From an optimization exercise on the open Yosys and OpenROAD flow, aimed at small area, a short achievable clock period and few clock cycles; shortcuts taken in it are not production practice.
Where RTL was checked, it was by simulation tests only, not by an equivalence proof against the original.
Power figures rest on the tool's default switching activity, not on a simulated workload.

==> module exu_top, before the edit <==
module exu_top
(
    input  wire logic                 clk,
    input  wire logic                 reset,
    input  wire logic                 dec_op_vld,
    output logic                      dec_op_rdy,
    input  wire logic                 dec_unit,
    input  wire logic [dec_op_w-1:0]  dec_op,
    input  wire logic                 dec_use_imm,
    input  wire logic [reg_idx_w-1:0] dec_rd_idx,
    input  wire logic [xlen-1:0]      dec_pc,
    input  wire logic [xlen-1:0]      dec_imm,
    input  wire logic [xlen-1:0]      rs1_rdata,
    input  wire logic [xlen-1:0]      rs2_rdata,
    output logic                      gpr_wbck_vld,
    input  wire logic                 gpr_wbck_rdy,
    output logic [reg_idx_w-1:0]      gpr_wbck_idx,
    output logic [xlen-1:0]           gpr_wbck_wdata,
    output logic                      pipe_flush_req,
    input  wire logic                 pipe_flush_ack,
    output logic [xlen-1:0]           pipe_flush_pc_op1,
    output logic [xlen-1:0]           pipe_flush_pc_op2
);
    logic            w_free;
    logic            f_free;
    logic            accept;
    logic            is_brch;
    logic            is_jump;
    logic            is_lui;
    logic            is_auipc;
    logic            sel_imm;
    logic            use_pc;
    logic            do_sub;
    logic [xlen-1:0] a;
    logic [xlen-1:0] y;
    logic [xlen-1:0] opa;
    logic [xlen-1:0] opb;
    logic [xlen-1:0] sum;
    logic [xlen-1:0] xor_res;
    logic [xlen-1:0] shf_in;
    logic [xlen-1:0] shf_out;
    logic [xlen-1:0] shf_res;
    logic            shf_fill;
    logic            shf_left;
    logic            lt_s;
    logic            lt_u;
    logic            lt;
    logic            eq;
    logic            taken;
    logic            needs_w;
    logic            use_a;
    logic            sel_and;
    logic            sel_or;
    logic            sel_xor;
    logic            sel_shf;
    logic            sel_slt;
    logic            sel_ltu;
    logic            sel_sum;
    logic [xlen-1:0] gen;
    logic [xlen-1:0] prp;
    logic [xlen-1:0] cry;
    logic [xlen-1:0] other;
    logic [xlen-1:0] res_c0;
    logic [xlen-1:0] res_c1;
    logic [xlen-1:0] res;
    assign w_free = !gpr_wbck_vld || gpr_wbck_rdy;
    assign f_free = !pipe_flush_req || pipe_flush_ack;
    assign dec_op_rdy = (w_free || !needs_w) && (f_free || !is_brch);
    assign accept     = dec_op_vld && dec_op_rdy;
    assign is_brch  = (dec_unit == unit_brch);
    assign is_jump  = is_brch && (dec_op[2:1] == 2'b11);
    assign is_lui   = !is_brch && (dec_op == rop_lui);
    assign is_auipc = !is_brch && (dec_op == rop_auipc);
    assign needs_w  = !is_brch || is_jump;
    assign sel_imm = !is_brch && (dec_use_imm || is_lui || is_auipc);
    assign a       = rs1_rdata;
    assign y       = sel_imm ? dec_imm : rs2_rdata;
    assign use_pc = is_auipc || is_jump;
    assign use_a  = !use_pc && !is_lui;
    assign do_sub = is_brch ? !is_jump : (dec_op == rop_sub || dec_op == rop_slt || dec_op == rop_sltu);
    assign opa    = ({xlen{use_a}} & (a ^ {xlen{do_sub}})) | ({xlen{use_pc}} & dec_pc);
    assign opb    = is_jump ? xlen'(instr_bytes) : y;
    always_comb begin
        logic [xlen-1:0] gg, pp;
        gen = opa & opb;
        prp = opa ^ opb;
        gg  = gen;
        pp  = prp;
        for (int l = 0; l < 5; l++) begin
            for (int i = 0; i < xlen; i++) begin
                if (((i >> l) & 1) == 1) begin
                    gg[i] = gg[i] | (pp[i] & gg[((i >> l) << l) - 1]);
                    pp[i] = pp[i] & pp[((i >> l) << l) - 1];
                end
            end
        end
        cry = {gg[xlen-2:0], 1'b0};
    end
    assign sum = prp ^ cry ^ {xlen{do_sub}};
    assign lt_s = (a[xlen-1] != y[xlen-1]) ? a[xlen-1] : sum[xlen-1];
    assign lt_u = (a[xlen-1] != y[xlen-1]) ? y[xlen-1] : sum[xlen-1];
    assign xor_res = a ^ y;
    assign eq      = (xor_res == '0);
    always_comb begin
        case (dec_op[2:1])
            2'b00:   lt = eq;
            2'b01:   lt = lt_s;
            2'b10:   lt = lt_u;
            default: lt = 1'b0;
        endcase
        taken = is_jump || (lt ^ dec_op[0]);
    end
    assign shf_left = (dec_op == rop_sll);
    assign shf_fill = (dec_op == rop_sra) && a[xlen-1];
    always_comb begin
        for (int i = 0; i < xlen; i++) shf_in[i] = shf_left ? a[xlen-1-i] : a[i];
    end
    assign shf_out = $signed({shf_fill, shf_in}) >>> y[shamt_w-1:0];
    always_comb begin
        for (int i = 0; i < xlen; i++) shf_res[i] = shf_left ? shf_out[xlen-1-i] : shf_out[i];
    end
    assign sel_and = !is_brch && (dec_op == rop_and);
    assign sel_or  = !is_brch && (dec_op == rop_or);
    assign sel_xor = !is_brch && (dec_op == rop_xor);
    assign sel_shf = !is_brch && (dec_op == rop_sll || dec_op == rop_srl || dec_op == rop_sra);
    assign sel_slt = !is_brch && (dec_op == rop_slt);
    assign sel_ltu = !is_brch && (dec_op == rop_sltu);
    assign sel_sum = !(sel_and || sel_or || sel_xor || sel_shf || sel_slt || sel_ltu);
    assign other = ({xlen{sel_and}} & (a & y))
                 | ({xlen{sel_or}}  & (a | y))
                 | ({xlen{sel_xor}} & xor_res)
                 | ({xlen{sel_shf}} & shf_res)
                 | xlen'((sel_slt && lt_s) || (sel_ltu && lt_u));
    assign res_c0 = sel_sum ? (prp ^ {xlen{do_sub}}) : other;
    assign res_c1 = sel_sum ? ~(prp ^ {xlen{do_sub}}) : other;
    always_comb begin
        for (int i = 0; i < xlen; i++) res[i] = cry[i] ? res_c1[i] : res_c0[i];
    end
    always_ff @(posedge clk) begin
        if (reset) begin
            gpr_wbck_vld <= 1'b0;
        end else if (w_free) begin
            gpr_wbck_vld <= accept && needs_w;
        end
    end
    always_ff @(posedge clk) begin
        if (w_free) begin
            gpr_wbck_idx   <= dec_rd_idx;
            gpr_wbck_wdata <= res;
        end
    end
    always_ff @(posedge clk) begin
        if (reset) begin
            pipe_flush_req <= 1'b0;
        end else if (f_free) begin
            pipe_flush_req <= accept && is_brch && taken;
        end
    end
    always_ff @(posedge clk) begin
        if (f_free) begin
            pipe_flush_pc_op1 <= (dec_op[0] && is_jump) ? a : dec_pc;
            pipe_flush_pc_op2 <= dec_imm;
        end
    end
endmodule
==> flow/config.mk <==
export PLATFORM = sky130hd
export DESIGN_NAME = exu_top
export DESIGN_NICKNAME = exu_top
export VERILOG_FILES = /design/flow/design.v
export SDC_FILE = /design/flow/constraint.sdc
export NUM_CORES = 4
export LEC_CHECK = 0
export CAP_MARGIN = 40
export CORE_MARGIN = 2
export CORE_UTILIZATION = 40
export SETUP_SLACK_MARGIN = 4.5
export SLEW_MARGIN = 40
export TNS_END_PERCENT = 10
==> flow/constraint.sdc <==
create_clock -name core_clock -period 9.0 [get_ports {clk}]
set_input_delay 1.8000 -clock core_clock [delete_from_list [all_inputs] [get_ports {clk}]]
set_output_delay 1.8000 -clock core_clock [all_outputs]
set_load 0.01 [all_outputs]
standard.sh (not shown) runs the stock make flow with config.mk's settings and CLKGATE_MAP_FILE= SYNTH_SCRIPT=/design/flow/synth_recipe.tcl, a recipe that flattens the netlist after the stock synthesis.
==> flow/flow/run.sh <==
#!/bin/bash
# Standard ORFS layout, with the port buffers made from the smallest plain buffer.
set -euo pipefail
export BUFFER_PORTS_ARGS="-buffer_cell sky130_fd_sc_hd__buf_1"
bash standard.sh > standard_flow.log 2>&1
The starting point went through all stages and came out clean.
Next try:
--- a/flow/design.v
+++ b/flow/design.v
@@ -107,13 +107,14 @@
     logic            taken;
     logic            needs_w;
     logic            use_a;
     logic            sel_and;
     logic            sel_or;
     logic            sel_xor;
-    logic            sel_shf;
+    logic            sel_sll;
+    logic            sel_shr;
     logic            sel_slt;
     logic            sel_ltu;
     logic            sel_sum;
     logic [xlen-1:0] gen;
     logic [xlen-1:0] prp;
     logic [xlen-1:0] cry;
@@ -172,25 +173,26 @@
     assign shf_fill = (dec_op == rop_sra) && a[xlen-1];
     always_comb begin
         for (int i = 0; i < xlen; i++) shf_in[i] = shf_left ? a[xlen-1-i] : a[i];
     end
     assign shf_out = $signed({shf_fill, shf_in}) >>> y[shamt_w-1:0];
     always_comb begin
-        for (int i = 0; i < xlen; i++) shf_res[i] = shf_left ? shf_out[xlen-1-i] : shf_out[i];
+        for (int i = 0; i < xlen; i++) shf_res[i] = shf_out[xlen-1-i];
     end
     assign sel_and = !is_brch && (dec_op == rop_and);
     assign sel_or  = !is_brch && (dec_op == rop_or);
     assign sel_xor = !is_brch && (dec_op == rop_xor);
-    assign sel_shf = !is_brch && (dec_op == rop_sll || dec_op == rop_srl || dec_op == rop_sra);
+    assign sel_sll = !is_brch && (dec_op == rop_sll);
+    assign sel_shr = !is_brch && (dec_op == rop_srl || dec_op == rop_sra);
     assign sel_slt = !is_brch && (dec_op == rop_slt);
     assign sel_ltu = !is_brch && (dec_op == rop_sltu);
-    assign sel_sum = !(sel_and || sel_or || sel_xor || sel_shf || sel_slt || sel_ltu);
-    assign other = ({xlen{sel_and}} & (a & y))
-                 | ({xlen{sel_or}}  & (a | y))
-                 | ({xlen{sel_xor}} & xor_res)
-                 | ({xlen{sel_shf}} & shf_res)
+    assign sel_sum = !(sel_and || sel_or || sel_xor || sel_sll || sel_shr || sel_slt || sel_ltu);
+    assign other = ({xlen{sel_and || sel_or}}  & (a & y))
+                 | ({xlen{sel_or || sel_xor}}  & xor_res)
+                 | ({xlen{sel_sll}} & shf_res)
+                 | ({xlen{sel_shr}} & shf_out)
                  | xlen'((sel_slt && lt_s) || (sel_ltu && lt_u));
     assign res_c0 = sel_sum ? (prp ^ {xlen{do_sub}}) : other;
     assign res_c1 = sel_sum ? ~(prp ^ {xlen{do_sub}}) : other;
     always_comb begin
         for (int i = 0; i < xlen; i++) res[i] = cry[i] ? res_c1[i] : res_c0[i];
     end
Outcome: Routed wire length fell by about 14%. Sequential cell count stays the same. Via count fell by 15%. Global-route usage decreases by 3.1 points. Utilization shrinks by 0.26 points. Maximum frequency came out higher by about 2.1%. Count of clock-buffer cells in the layout came out higher by 1. Final area drops by 8.7%. Total power drops by about 5%.
Testbench counts after the change, summed over its fixed seeds: cycles 17,772.
Only the layout flow was run in the first run of this note; the RTL was not checked for function there.

the baseline:
Another version of the RTL of exu_top (not shown whole).
Size in the first run: about 100 flip-flops, about 9600 um^2 of cells after synthesis.
==> module exu_top, before the edit <==
module exu_top
(
    input  wire logic                 clk,
    input  wire logic                 reset,
    input  wire logic                 dec_op_vld,
    output logic                      dec_op_rdy,
    input  wire logic                 dec_unit,
    input  wire logic [dec_op_w-1:0]  dec_op,
    input  wire logic                 dec_use_imm,
    input  wire logic [reg_idx_w-1:0] dec_rd_idx,
    input  wire logic [xlen-1:0]      dec_pc,
    input  wire logic [xlen-1:0]      dec_imm,
    input  wire logic [xlen-1:0]      rs1_rdata,
    input  wire logic [xlen-1:0]      rs2_rdata,
    output logic                      gpr_wbck_vld,
    input  wire logic                 gpr_wbck_rdy,
    output logic [reg_idx_w-1:0]      gpr_wbck_idx,
    output logic [xlen-1:0]           gpr_wbck_wdata,
    output logic                      pipe_flush_req,
    input  wire logic                 pipe_flush_ack,
    output logic [xlen-1:0]           pipe_flush_pc_op1,
    output logic [xlen-1:0]           pipe_flush_pc_op2
);
    logic            w_free;
    logic            f_free;
    logic            accept;
    logic            is_brch;
    logic            is_jump;
    logic            is_lui;
    logic            is_auipc;
    logic            sel_imm;
    logic            use_pc;
    logic            do_sub;
    logic [xlen-1:0] a;
    logic [xlen-1:0] y;
    logic [xlen-1:0] opa;
    logic [xlen-1:0] opb;
    logic [xlen-1:0] sum;
    logic [xlen-1:0] xor_res;
    logic [xlen-1:0] shf_in;
    logic [xlen-1:0] shf_out;
    logic [xlen-1:0] shf_res;
    logic            shf_fill;
    logic [shamt_w-1:0] shamt;
    logic            shf_left;
    logic            lt_s;
    logic            lt_u;
    logic            lt;
    logic            eq;
    logic            taken;
    logic            needs_w;
    logic            use_a;
    logic            a_pos;
    logic            a_neg;
    logic            y_imm;
    logic            y_rs2;
    logic            sel_and;
    logic            sel_or;
    logic            sel_xor;
    logic            sel_sll;
    logic            sel_shr;
    logic            sel_slt;
    logic            sel_ltu;
    logic            sel_sum;
    logic [xlen-1:0] gen;
    logic [xlen-1:0] prp;
    logic [xlen-1:0] cry;
    logic [xlen-1:0] other;
    logic [xlen-1:0] res_c0;
    logic [xlen-1:0] res_c1;
    logic [xlen-1:0] res;
    assign w_free = !gpr_wbck_vld || gpr_wbck_rdy;
    assign f_free = !pipe_flush_req || pipe_flush_ack;
    assign dec_op_rdy = (w_free || !needs_w) && (f_free || !is_brch);
    assign accept     = dec_op_vld && dec_op_rdy;
    assign is_brch  = (dec_unit == unit_brch);
    assign is_jump  = is_brch && (dec_op[2:1] == 2'b11);
    assign is_lui   = !is_brch && (dec_op == rop_lui);
    assign is_auipc = !is_brch && (dec_op == rop_auipc);
    assign needs_w  = !is_brch || is_jump;
    assign sel_imm = !is_brch && (dec_use_imm || is_lui || is_auipc);
    assign a       = rs1_rdata;
    assign y_imm   = sel_imm && !is_jump;
    assign y_rs2   = !sel_imm && !is_jump;
    always_comb begin
        y = ({xlen{y_imm}} & dec_imm) | ({xlen{y_rs2}} & rs2_rdata);
        y[2] = y[2] | is_jump;
    end
    assign use_pc = is_auipc || is_jump;
    assign use_a  = !use_pc && !is_lui;
    assign do_sub = is_brch ? !is_jump : (dec_op == rop_sub || dec_op == rop_slt || dec_op == rop_sltu);
    assign a_pos  = use_a && !do_sub;
    assign a_neg  = use_a && do_sub;
    assign opa    = ({xlen{a_pos}} & a) | ({xlen{a_neg}} & ~a) | ({xlen{use_pc}} & dec_pc);
    assign opb    = y;
    always_comb begin
        logic [xlen-1:0] gg, pp;
        gen = opa & opb;
        prp = opa ^ opb;
        gg  = gen;
        pp  = prp;
        for (int l = 1; l < xlen; l = l * 2) begin
            for (int i = 2 * l - 1; i < xlen; i = i + 2 * l) begin
                gg[i] = gg[i] | (pp[i] & gg[i - l]);
                pp[i] = pp[i] & pp[i - l];
            end
        end
        for (int l = xlen / 4; l >= 1; l = l / 2) begin
            for (int i = 3 * l - 1; i < xlen; i = i + 2 * l) begin
                gg[i] = gg[i] | (pp[i] & gg[i - l]);
                pp[i] = pp[i] & pp[i - l];
            end
        end
        cry = {gg[xlen-2:0], 1'b0};
    end
    assign sum = prp ^ cry ^ {xlen{do_sub}};
    assign lt_s = (a[xlen-1] != y[xlen-1]) ? a[xlen-1] : sum[xlen-1];
    assign lt_u = (a[xlen-1] != y[xlen-1]) ? y[xlen-1] : sum[xlen-1];
    assign xor_res = a ^ y;
    assign eq      = (xor_res == '0);
    always_comb begin
        case (dec_op[2:1])
            2'b00:   lt = eq;
            2'b01:   lt = lt_s;
            2'b10:   lt = lt_u;
            default: lt = 1'b0;
        endcase
        taken = is_jump || (lt ^ dec_op[0]);
    end
    assign shf_left = !dec_op[1];
    assign shf_fill = dec_op[1] && dec_op[0] && a[xlen-1];
    always_comb begin
        for (int i = 0; i < xlen; i++) shf_in[i] = shf_left ? a[xlen-1-i] : a[i];
    end
    assign shamt   = dec_use_imm ? dec_imm[shamt_w-1:0] : rs2_rdata[shamt_w-1:0];
    assign shf_out = $signed({shf_fill, shf_in}) >>> shamt;
    always_comb begin
        for (int i = 0; i < xlen; i++) shf_res[i] = shf_out[xlen-1-i];
    end
    assign sel_and = !is_brch && (dec_op == rop_and);
    assign sel_or  = !is_brch && (dec_op == rop_or);
    assign sel_xor = !is_brch && (dec_op == rop_xor);
    assign sel_sll = !is_brch && (dec_op == rop_sll);
    assign sel_shr = !is_brch && (dec_op == rop_srl || dec_op == rop_sra);
    assign sel_slt = !is_brch && (dec_op == rop_slt);
    assign sel_ltu = !is_brch && (dec_op == rop_sltu);
    assign sel_sum = !(sel_and || sel_or || sel_xor || sel_sll || sel_shr || sel_slt || sel_ltu);
    assign other = ({xlen{sel_and || sel_or}}  & (a & y))
                 | ({xlen{sel_or || sel_xor}}  & xor_res)
                 | ({xlen{sel_sll}} & shf_res)
                 | ({xlen{sel_shr}} & shf_out)
                 | xlen'((sel_slt && lt_s) || (sel_ltu && lt_u));
    assign res_c0 = sel_sum ? (prp ^ {xlen{do_sub}}) : other;
    assign res_c1 = sel_sum ? ~(prp ^ {xlen{do_sub}}) : other;
    always_comb begin
        for (int i = 0; i < xlen; i++) res[i] = cry[i] ? res_c1[i] : res_c0[i];
    end
    always_ff @(posedge clk) begin
        if (reset) begin
            gpr_wbck_vld <= 1'b0;
        end else if (w_free) begin
            gpr_wbck_vld <= accept && needs_w;
        end
    end
    always_ff @(posedge clk) begin
        if (w_free) begin
            gpr_wbck_idx   <= dec_rd_idx;
            gpr_wbck_wdata <= res;
        end
    end
    always_ff @(posedge clk) begin
        if (reset) begin
            pipe_flush_req <= 1'b0;
        end else if (f_free) begin
            pipe_flush_req <= accept && is_brch && taken;
        end
    end
    always_ff @(posedge clk) begin
        if (f_free) begin
            pipe_flush_pc_op1 <= (dec_op[0] && is_jump) ? a : dec_pc;
            pipe_flush_pc_op2 <= dec_imm;
        end
    end
endmodule
Settings: LEC_CHECK=0, ABC_AREA=1, CAP_MARGIN=20, CORE_MARGIN=2, CORE_UTILIZATION=40, SETUP_SLACK_MARGIN=4.5, SLEW_MARGIN=20, TNS_END_PERCENT=0; clock period 9.0 ns.
Scripts as last shown in full above: flow/flow/run.sh
What the candidate does differently from the baseline at the input level:
diff --git a/flow/design.v b/flow/design.v
--- a/flow/design.v
+++ b/flow/design.v
@@ -91,13 +91,12 @@
     logic            do_sub;
     logic [xlen-1:0] a;
     logic [xlen-1:0] y;
     logic [xlen-1:0] opa;
     logic [xlen-1:0] opb;
     logic [xlen-1:0] sum;
-    logic [xlen-1:0] xor_res;
     logic [xlen-1:0] shf_in;
     logic [xlen-1:0] shf_out;
     logic [xlen-1:0] shf_res;
     logic            shf_fill;
     logic [shamt_w-1:0] shamt;
     logic            shf_left;
@@ -154,31 +153,26 @@
     always_comb begin
         logic [xlen-1:0] gg, pp;
         gen = opa & opb;
         prp = opa ^ opb;
         gg  = gen;
         pp  = prp;
-        for (int l = 1; l < xlen; l = l * 2) begin
-            for (int i = 2 * l - 1; i < xlen; i = i + 2 * l) begin
-                gg[i] = gg[i] | (pp[i] & gg[i - l]);
-                pp[i] = pp[i] & pp[i - l];
-            end
-        end
-        for (int l = xlen / 4; l >= 1; l = l / 2) begin
-            for (int i = 3 * l - 1; i < xlen; i = i + 2 * l) begin
-                gg[i] = gg[i] | (pp[i] & gg[i - l]);
-                pp[i] = pp[i] & pp[i - l];
+        for (int l = 0; l < 5; l++) begin
+            for (int i = 0; i < xlen; i++) begin
+                if (((i >> l) & 1) == 1) begin
+                    gg[i] = gg[i] | (pp[i] & gg[((i >> l) << l) - 1]);
+                    pp[i] = pp[i] & pp[((i >> l) << l) - 1];
+                end
             end
         end
         cry = {gg[xlen-2:0], 1'b0};
     end
     assign sum = prp ^ cry ^ {xlen{do_sub}};
     assign lt_s = (a[xlen-1] != y[xlen-1]) ? a[xlen-1] : sum[xlen-1];
     assign lt_u = (a[xlen-1] != y[xlen-1]) ? y[xlen-1] : sum[xlen-1];
-    assign xor_res = a ^ y;
-    assign eq      = (xor_res == '0);
+    assign eq      = (prp == '1);
     always_comb begin
         case (dec_op[2:1])
             2'b00:   lt = eq;
             2'b01:   lt = lt_s;
             2'b10:   lt = lt_u;
             default: lt = 1'b0;
@@ -200,14 +194,14 @@
     assign sel_xor = !is_brch && (dec_op == rop_xor);
     assign sel_sll = !is_brch && (dec_op == rop_sll);
     assign sel_shr = !is_brch && (dec_op == rop_srl || dec_op == rop_sra);
     assign sel_slt = !is_brch && (dec_op == rop_slt);
     assign sel_ltu = !is_brch && (dec_op == rop_sltu);
     assign sel_sum = !(sel_and || sel_or || sel_xor || sel_sll || sel_shr || sel_slt || sel_ltu);
-    assign other = ({xlen{sel_and || sel_or}}  & (a & y))
-                 | ({xlen{sel_or || sel_xor}}  & xor_res)
+    assign other = ({xlen{sel_and || sel_or}}  & gen)
+                 | ({xlen{sel_or || sel_xor}}  & prp)
                  | ({xlen{sel_sll}} & shf_res)
                  | ({xlen{sel_shr}} & shf_out)
                  | xlen'((sel_slt && lt_s) || (sel_ltu && lt_u));
     assign res_c0 = sel_sum ? (prp ^ {xlen{do_sub}}) : other;
     assign res_c1 = sel_sum ? ~(prp ^ {xlen{do_sub}}) : other;
     always_comb begin
==> results.txt <==
In the tables for the baseline and the candidate, final net count reads higher with the baseline.
On number of detailed-route iterations in the first pass, the lower figure sits with the candidate, not the baseline.
Compared with the baseline, the candidate shows reported clock group power that has gone up by a few percent.
Looking at post-route cell area, the candidate sits 1.6% below the baseline.
Delta(setup slack, the candidate - the baseline) > 0
Measured against each other, the baseline and the candidate differ in area used by multi-input combinational logic, the higher figure coming from the baseline.
Between the candidate and the baseline, it is the candidate whose count of cell instances traversed by the critical path is higher, by 4.
Sort the baseline and the candidate by final worst-path cycle share, descending, and the baseline comes first.
In the candidate, combinational power is lower than in the baseline.
Function was not checked in any run of this note: the RTL went through the layout flow alone.

## static timing again, ports no longer ideal
In the flow no input, the clock included, has a driving cell. The finished layouts below were timed again as built, in two steps.
Step 1 sets driving cells, clkbuf_16 on the clock port and buf_2 on the other inputs (assumed; they add their load-dependent delay and slew).
Step 2 moves the port delays by t, midway between the first and last clock arrival at a register: inputs arrive t later, outputs are due t later. That takes back most of the time a late clock gives input paths.
Three values: ideal ports, drivers, drivers and shift; two values: the first two.
run | t (ns) | setup WS [ns] | worst setup path at the end
the first run of note 1 | 0.416 | 3.665 / 3.647 / 3.231 | input to register
the second run of note 1 | 0.411 | 3.777 / 3.774 / 3.363 | input to register
the baseline | 0.406 | 4.136 / 4.137 / 3.731 | input to register
the candidate | 0.411 | 4.306 / 4.255 / 3.878 | input to register
After both steps setup and hold are still met in every run listed. The setup slack of the first run of note 1, which loses most, moves by -0.018 ns with the drivers and by -0.434 ns with both steps.
